What follows belongs to an exercise in optimizing a design on an open flow for a short achievable clock period and few clock cycles; a production flow would make more cautious choices. Function was checked by simulation only, so behaviour that the tests miss may differ from the original. Power and IR drop assume default switching activity.

==> fjord <==
// pipeline_cpu
module pipeline_cpu #(
  parameter logic [32-1:0] PC_INIT = 32'h0000_0000
) (
  input  logic  CLK,
  input  logic  nRST,
  output logic  imem_ren,
  output logic [32-1:0] imem_addr,
  input  logic [32-1:0] imem_load,
  input  logic  ihit,
  output logic  dmem_ren,
  output logic  dmem_wen,
  output logic [32-1:0] dmem_addr,
  output logic [32-1:0] dmem_store,
  input  logic [32-1:0] dmem_load,
  input  logic  dhit,
  output logic  halt
);
export LEC_CHECK = 0
export CAP_MARGIN = 20
export CORE_MARGIN = 2
export CORE_UTILIZATION = 40
export SETUP_SLACK_MARGIN = 3.0
export SLEW_MARGIN = 20
export SYNTH_HIERARCHICAL = 1
create_clock -name core_clock -period 5.5 [get_ports {CLK}]
standard.sh (not shown) runs the stock make flow with config.mk's settings and CLKGATE_MAP_FILE= SYNTH_SCRIPT=/design/flow/synth_recipe.tcl, a recipe that flattens the netlist after the stock synthesis.
==> flow/flow/run.sh <==
#!/bin/bash
# Standard layout, except that the port buffers are buf_4 cells instead of the
# smallest buffer the resizer would pick. Every tool's output goes to a log here.
set -e
cp standard.sh standard_sh_copy.log
export BUFFER_PORTS_ARGS="-buffer_cell sky130_fd_sc_hd__buf_4"
bash standard.sh > standard_flow.log 2>&1
==> inputs of pepper, as changes to fjord <==
--- a/flow/design.v
+++ b/flow/design.v
@@ -336,25 +336,25 @@
   assign e1_rs = x1_valid & x1_wen & (x1_dest == rs);
   assign e1_rt = x1_valid & x1_wen & (x1_dest == rt);
   assign e2_rs = x2_valid & x2_wen & (x2_dest == rs);
   assign e2_rt = x2_valid & x2_wen & (x2_dest == rt);
   assign e3_rs = em_valid & em_wen & (em_dest == rs);
   assign e3_rt = em_valid & em_wen & (em_dest == rt);
   assign x2_lo_val = x2_slt ? {15'd0, x2_lt} : x2_res_lo;
-  assign d_rs_lo = e2_rs ? x2_lo_val : e3_rs ? m_wdata[15:0] :
+  assign d_rs_lo = e2_rs ? x2_res_lo : e3_rs ? m_wdata[15:0] :
                    (rs == 5'd0) ? 16'd0 : regs[rs][15:0];
-  assign d_rt_lo = e2_rt ? x2_lo_val : e3_rt ? m_wdata[15:0] :
+  assign d_rt_lo = e2_rt ? x2_res_lo : e3_rt ? m_wdata[15:0] :
                    (rt == 5'd0) ? 16'd0 : regs[rt][15:0];
   assign d_a_oth = d_lui ? 16'd0 : d_rs_lo;
   assign d_a_fe  = e1_rs & ~d_lui;
   assign d_b_oth = d_b_reg ? d_rt_lo : d_bimm_lo;
   assign d_b_fe  = e1_rt & d_b_reg;
   assign d_stall = fd_valid &
-                   ((d_use_rs & ((e1_rs & (x1_load | x1_slt)) | (e2_rs & x2_load))) |
-                    (d_use_rt & ((e1_rt & (x1_load | x1_slt)) | (e2_rt & x2_load))));
+                   ((d_use_rs & ((e1_rs & (x1_load | x1_slt)) | (e2_rs & (x2_load | x2_slt)))) |
+                    (d_use_rt & ((e1_rt & (x1_load | x1_slt)) | (e2_rt & (x2_load | x2_slt)))));
   always_ff @(posedge CLK or negedge nRST) begin
     if (!nRST) begin
       x1_valid <= 1'b0;
     end else begin
       x1_valid <= fd_valid & ~d_stall & ~redir_r & ~m_miss;
     end
   end
==> inputs of onyx, as changes to fjord <==
--- a/flow/design.v
+++ b/flow/design.v
@@ -196,85 +196,72 @@
   input  logic [32-1:0] dmem_load,
   input  logic  dhit,
   output logic  halt
 );
   logic [29:0] pc;
   logic        fd_valid;
   logic [31:0] fd_instr;
-  logic [29:0] fd_pc, fd_pc4;
+  logic [29:0] fd_pc4;
   logic        fd_pred;
   logic        x1_valid;
   logic        x1_wen;
   logic [4:0]  x1_dest, x1_rs, x1_rt;
   logic        x1_add, x1_sub, x1_and, x1_or, x1_subr, x1_slt;
   logic        x1_load, x1_store, x1_beq, x1_bne, x1_pred, x1_halt;
   logic        x1_a_zero, x1_b_reg;
   logic [15:0] x1_a_lo, x1_b_lo, x1_bimm_hi;
-  logic [29:0] x1_pc, x1_pc4;
-  logic [15:0] x1_imm;
+  logic [29:0] x1_alt;
   logic        x2_valid;
   logic        x2_wen;
   logic [4:0]  x2_dest, x2_rt;
   logic        x2_add, x2_sub, x2_and, x2_or, x2_slt;
   logic        x2_load, x2_store, x2_beq, x2_bne, x2_pred, x2_halt;
   logic [15:0] x2_a_hi, x2_b_hi, x2_res_lo;
   logic        x2_carry, x2_eq_lo;
-  logic [29:0] x2_pc, x2_pc4;
-  logic [15:0] x2_alt_lo;
-  logic        x2_alt_c, x2_imm_s;
-  logic        misp_r;
-  logic [29:0] alt_r;
+  logic [29:0] x2_alt;
   logic        em_valid;
   logic        em_wen;
   logic [4:0]  em_dest;
   logic        em_load, em_store;
   logic [31:0] em_res;
   logic [31:0] em_sdata;
-  logic [29:0] em_pc;
-  logic        rp_r;
-  logic [29:0] rp_pc;
   logic [31:0] regs [1:31];
-  logic        m_miss;
-  logic        redir_r;
-  logic [29:0] redir_pc;
+  logic        freeze;
   logic        d_stall;
   logic        mispredict;
   logic [31:0] m_wdata;
   logic [29:0] pc4, pc_next;
   logic [21:0] pc_hi_p1, pc_hi_m1;
   logic        f_redir;
   assign imem_ren  = ~halt;
   assign imem_addr = {pc, 2'b00};
   fetch_incr u_incr (.pc, .pc4, .hi_p1(pc_hi_p1), .hi_m1(pc_hi_m1));
   fetch_next u_next (
     .pc, .pc4, .hi_p1(pc_hi_p1), .hi_m1(pc_hi_m1), .instr(imem_load), .ihit,
-    .stall(d_stall), .halt, .mispredict(redir_r), .alt(redir_pc),
+    .stall(d_stall), .halt, .mispredict, .alt(x2_alt),
     .pc_next, .redir(f_redir)
   );
-  assign redir_r  = rp_r | misp_r;
-  assign redir_pc = rp_r ? rp_pc : alt_r;
   always_ff @(posedge CLK or negedge nRST) begin
     if (!nRST) begin
       pc <= PC_INIT[31:2];
-    end else begin
+    end else if (!freeze) begin
       pc <= pc_next;
     end
   end
   always_ff @(posedge CLK or negedge nRST) begin
     if (!nRST) begin
       fd_valid <= 1'b0;
-    end else begin
-      if (redir_r || m_miss) fd_valid <= 1'b0;
+    end else if (!freeze) begin
+      if (mispredict) fd_valid <= 1'b0;
       else if (!d_stall) fd_valid <= ihit & ~halt;
     end
   end
   always_ff @(posedge CLK) begin
-    if (!d_stall) begin
+    if (!freeze && !d_stall) begin
       fd_instr <= imem_load;
-      fd_pc    <= pc;
       fd_pc4   <= pc4;
       fd_pred  <= f_redir;
     end
   end
   logic [5:0]  op, fn;
   logic [4:0]  rs, rt, rd;
   logic [15:0] imm;
@@ -282,14 +269,15 @@
   logic        d_add, d_sub, d_and, d_or, d_subr, d_slt;
   logic        d_wen;
   logic [4:0]  d_dest;
   logic        d_use_rs, d_use_rt;
   logic        d_load, d_store, d_beq, d_bne, d_halt, d_lui, d_ori;
   logic        d_b_reg;
   logic [15:0] d_bimm_lo, d_bimm_hi;
+  logic [29:0] d_btgt;
   assign op  = fd_instr[31:26];
   assign fn  = fd_instr[5:0];
   assign rs  = fd_instr[25:21];
   assign rt  = fd_instr[20:16];
   assign rd  = fd_instr[15:11];
   assign imm = fd_instr[15:0];
   always_comb begin
@@ -344,26 +332,27 @@
                    (rs == 5'd0) ? 16'd0 : regs[rs][15:0];
   assign d_rt_lo = e2_rt ? x2_lo_val : e3_rt ? m_wdata[15:0] :
                    (rt == 5'd0) ? 16'd0 : regs[rt][15:0];
   assign d_a_oth = d_lui ? 16'd0 : d_rs_lo;
   assign d_a_fe  = e1_rs & ~d_lui;
   assign d_b_oth = d_b_reg ? d_rt_lo : d_bimm_lo;
   assign d_b_fe  = e1_rt & d_b_reg;
+  assign d_btgt = fd_pc4 + {{14{imm[15]}}, imm};
   assign d_stall = fd_valid &
                    ((d_use_rs & ((e1_rs & (x1_load | x1_slt)) | (e2_rs & x2_load))) |
                     (d_use_rt & ((e1_rt & (x1_load | x1_slt)) | (e2_rt & x2_load))));
   always_ff @(posedge CLK or negedge nRST) begin
     if (!nRST) begin
       x1_valid <= 1'b0;
-    end else begin
-      x1_valid <= fd_valid & ~d_stall & ~redir_r & ~m_miss;
+    end else if (!freeze) begin
+      x1_valid <= fd_valid & ~d_stall & ~mispredict;
     end
   end
   always_ff @(posedge CLK) begin
-    begin
+    if (!freeze) begin
       x1_wen     <= d_wen;
       x1_dest    <= d_dest;
       x1_rs      <= rs;
       x1_rt      <= rt;
       x1_add     <= d_add;
       x1_sub     <= d_sub;
       x1_and     <= d_and;
@@ -377,26 +366,22 @@
       x1_pred    <= fd_pred;
       x1_halt    <= d_halt;
       x1_a_zero  <= d_lui;
       x1_b_reg   <= d_b_reg;
       x1_a_lo    <= x1_a_nx;
       x1_b_lo    <= x1_b_nx;
       x1_bimm_hi <= d_bimm_hi;
-      x1_pc      <= fd_pc;
-      x1_pc4     <= fd_pc4;
-      x1_imm     <= imm;
+      x1_alt     <= fd_pred ? fd_pc4 : d_btgt;
     end
   end
   exec_lo u_lo (
     .a(x1_a_lo), .b(x1_b_lo), .op_add(x1_add), .op_sub(x1_sub), .op_and(x1_and),
     .op_or(x1_or), .a_fe(d_a_fe), .b_fe(d_b_fe), .a_oth(d_a_oth), .b_oth(d_b_oth),
     .res(x1_res), .carry(x1_carry), .eq(x1_eq), .a_nx(x1_a_nx), .b_nx(x1_b_nx)
   );
-  logic [16:0] x1_alt_lo;
-  assign x1_alt_lo = {1'b0, x1_pc4[15:0]} + {1'b0, x1_imm};
   logic        h2_rs, h2_rt, h3_rs, h3_rt;
   logic [15:0] x1_rs_hi, x1_rt_hi, x1_a_hoth, x1_b_hoth;
   logic        x1_a_hfe, x1_b_hfe;
   logic [15:0] x2_res_hi, x2_a_nx, x2_b_nx;
   logic        x2_eq_hi;
   assign h2_rs = x2_valid & x2_wen & (x2_dest == x1_rs);
   assign h2_rt = x2_valid & x2_wen & (x2_dest == x1_rt);
@@ -407,20 +392,20 @@
   assign x1_a_hoth = x1_a_zero ? 16'd0 : x1_rs_hi;
   assign x1_a_hfe  = h2_rs & ~x1_a_zero;
   assign x1_b_hoth = x1_b_reg ? x1_rt_hi : x1_bimm_hi;
   assign x1_b_hfe  = h2_rt & x1_b_reg;
   always_ff @(posedge CLK or negedge nRST) begin
     if (!nRST) begin
       x2_valid <= 1'b0;
-    end else begin
-      x2_valid <= x1_valid & ~redir_r & ~m_miss;
+    end else if (!freeze) begin
+      x2_valid <= x1_valid & ~mispredict;
     end
   end
   always_ff @(posedge CLK) begin
-    begin
+    if (!freeze) begin
       x2_wen    <= x1_wen;
       x2_dest   <= x1_dest;
       x2_rt     <= x1_rt;
       x2_add    <= x1_add;
       x2_sub    <= x1_subr;
       x2_and    <= x1_and;
       x2_or     <= x1_or;
@@ -432,91 +417,57 @@
       x2_pred   <= x1_pred;
       x2_halt   <= x1_halt;
       x2_a_hi   <= x2_a_nx;
       x2_b_hi   <= x2_b_nx;
       x2_res_lo <= x1_res;
       x2_carry  <= x1_carry;
       x2_eq_lo  <= x1_eq;
-      x2_pc     <= x1_pc;
-      x2_pc4    <= x1_pc4;
-      x2_alt_lo <= x1_alt_lo[15:0];
-      x2_alt_c  <= x1_alt_lo[16];
-      x2_imm_s  <= x1_imm[15];
+      x2_alt    <= x1_alt;
     end
   end
   exec_hi u_hi (
     .a(x2_a_hi), .b(x2_b_hi), .cin(x2_carry), .op_add(x2_add), .op_sub(x2_sub),
     .op_and(x2_and), .op_or(x2_or), .a_fe(x1_a_hfe), .b_fe(x1_b_hfe),
     .a_oth(x1_a_hoth), .b_oth(x1_b_hoth), .res(x2_res_hi), .lt(x2_lt), .eq(x2_eq_hi),
     .a_nx(x2_a_nx), .b_nx(x2_b_nx)
   );
-  logic        x2_taken;
-  logic [13:0] x2_hi, x2_hi_p1, x2_hi_m1, x2_alt_hi;
-  logic [29:0] x2_alt;
+  logic x2_taken;
   assign x2_taken   = x2_beq ? (x2_eq_lo & x2_eq_hi) : ~(x2_eq_lo & x2_eq_hi);
-  assign mispredict = x2_valid & ~redir_r & (x2_beq | x2_bne) & (x2_taken ^ x2_pred);
-  assign x2_hi     = x2_pc4[29:16];
-  assign x2_hi_p1  = x2_hi + 14'd1;
-  assign x2_hi_m1  = x2_hi - 14'd1;
-  assign x2_alt_hi = ({14{~x2_imm_s &  x2_alt_c}} & x2_hi_p1) |
-                     ({14{ x2_imm_s & ~x2_alt_c}} & x2_hi_m1) |
-                     ({14{~(x2_imm_s ^ x2_alt_c)}} & x2_hi);
-  assign x2_alt    = x2_pred ? x2_pc4 : {x2_alt_hi, x2_alt_lo};
-  always_ff @(posedge CLK or negedge nRST) begin
-    if (!nRST) begin
-      misp_r <= 1'b0;
-    end else begin
-      misp_r <= mispredict & ~m_miss;
-    end
-  end
-  always_ff @(posedge CLK) begin
-    alt_r <= x2_alt;
-  end
+  assign mispredict = x2_valid & (x2_beq | x2_bne) & (x2_taken ^ x2_pred);
   logic        s3_rt;
   logic [31:0] x2_sdata;
   assign s3_rt    = em_valid & em_wen & (em_dest == x2_rt);
   assign x2_sdata = s3_rt ? m_wdata : (x2_rt == 5'd0) ? 32'd0 : regs[x2_rt];
   always_ff @(posedge CLK or negedge nRST) begin
     if (!nRST) begin
       em_valid <= 1'b0;
-    end else begin
-      em_valid <= x2_valid & ~redir_r & ~m_miss;
+    end else if (!freeze) begin
+      em_valid <= x2_valid;
     end
   end
   always_ff @(posedge CLK) begin
-    begin
+    if (!freeze) begin
       em_wen   <= x2_wen;
       em_dest  <= x2_dest;
       em_load  <= x2_load;
       em_store <= x2_store;
       em_res   <= {x2_res_hi, x2_lo_val};
       em_sdata <= x2_sdata;
-      em_pc    <= x2_pc;
     end
   end
   assign dmem_addr  = em_res;
   assign dmem_store = em_sdata;
   assign dmem_ren   = em_valid & em_load & ~halt;
   assign dmem_wen   = em_valid & em_store & ~halt;
-  assign m_miss     = (dmem_ren | dmem_wen) & ~dhit;
+  assign freeze     = (dmem_ren | dmem_wen) & ~dhit;
   assign m_wdata    = em_load ? dmem_load : em_res;
   always_ff @(posedge CLK) begin
-    if (em_valid && em_wen && !(em_load && !dhit)) regs[em_dest] <= m_wdata;
-  end
-  always_ff @(posedge CLK or negedge nRST) begin
-    if (!nRST) begin
-      rp_r <= 1'b0;
-    end else begin
-      rp_r <= m_miss;
-    end
-  end
-  always_ff @(posedge CLK) begin
-    rp_pc <= em_pc;
+    if (em_valid && em_wen) regs[em_dest] <= m_wdata;
   end
   always_ff @(posedge CLK or negedge nRST) begin
     if (!nRST) begin
       halt <= 1'b0;
     end else begin
-      halt <= halt | (x2_valid & ~redir_r & x2_halt & ~m_miss);
+      halt <= halt | (x2_valid & x2_halt & ~freeze);
     end
   end
 endmodule
==> flow/run.sh (new file) <==
#!/bin/bash
# synth_recipe.tcl (not shown) runs the flow's synth.tcl, then flattens the netlist and writes it again
# the make line also repeats each setting of config.mk as NAME=value (left out here)
make -C /OpenROAD-flow-scripts/flow DESIGN_CONFIG=/design/flow/config.mk WORK_HOME=/design/flow/orfs CLKGATE_MAP_FILE= SYNTH_SCRIPT=/design/flow/synth_recipe.tcl finish
removed: flow/flow/run.sh
removed: flow/standard.sh
==> qor summary <==
|  | pepper | fjord | onyx |
|---|---|---|---|
| Run status | complete, no violations | complete, no violations | complete, no violations |
| Netlist area before placement | 0.0807 mm^2 | 0.0810 mm^2 | 0.0797 mm^2 |
| Pin count of the biggest net entering global routing | 66 | 53 | 87 |
| 1st-pass router iterations | 7 | 8 | 10 |
| Seq power | 15.9 mW | 16.0 mW | 13.2 mW |
| Logic gate share of total power | 0.252 | 0.247 | 0.213 |
| Ratio of cells with drive above 1 in the final layout | 0.381 | 0.351 | 0.434 |
| Portion of total power attributed to sequential cells | 0.433 | 0.430 | 0.436 |
| Post-placement setup slack | 1340 ps | 1390 ps | 1180 ps |
| Switching fraction of total power | 0.312 | 0.307 | 0.288 |
| Worst IR drop on VDD | 0.312 mV | 0.352 mV | 0.315 mV |
| Total number of multi-input combinational cells | 3667 | 3729 | 3421 |
| Core box area | 0.200 mm^2 | 0.202 mm^2 | 0.198 mm^2 |
| Fillers | 16700 | 17000 | 16000 |
| Headroom to the max-slew limit | 0.200 | 0.278 | 0.246 |
| Number of tap instances | 2656 | 2672 | 2640 |
| Seq/total area | 0.424 | 0.434 | 0.406 |
| Die area | 0.205 mm^2 | 0.206 mm^2 | 0.203 mm^2 |
| Complex-gate fraction of the synthesized area | 0.0999 | 0.100 | 0.0766 |
| Clock buffer cells | 231 | 220 | 199 |
| Die Span X | 453 um | 454 um | 451 um |
| Post-synthesis average cell area | 13.6 um^2 | 13.5 um^2 | 14.7 um^2 |
Testbench counts of fjord, summed over its fixed seeds: cycles 68,506.
Testbench counts of pepper, summed over its fixed seeds: cycles 69,773.
Testbench counts of onyx, summed over its fixed seeds: cycles 67,525.

-- static timing again, ports no longer ideal --
The results above use ideal ports. As a check the final layouts listed here were re-extracted and re-timed, cells and wires unchanged.
Step 1 (the two cells are an assumption about what drives the block):
set clk [get_ports {CLK}]
set_driving_cell -lib_cell sky130_fd_sc_hd__clkbuf_16 $clk
set_driving_cell -lib_cell sky130_fd_sc_hd__buf_2 [delete_from_list [all_inputs] $clk]
Step 2 moves the port delays by t, midway between the first and last clock arrival at a register: inputs arrive t later, outputs are due t later. That takes back most of the time a late clock gives input paths.
Slacks: ideal / step 1 / step 2; pairs: ideal / step 1.
run | t (ns) | setup slack, ns | latest minus earliest clock arrival (ns) | cell pins on the clock port's net
fjord | 0.913 | 2.261 / 2.261 / 1.907 | 0.051 / 0.051 | 1
pepper | 0.924 | 2.527 / 2.527 / 1.752 | 0.036 / 0.037 | 1
onyx | 0.901 | 2.021 / 2.021 / 1.195 | 0.058 / 0.058 | 1
After both steps setup and hold are still met in every run listed. The setup slack of onyx, which loses most, moves by 0.000 ns with the drivers and by -0.826 ns with both steps.
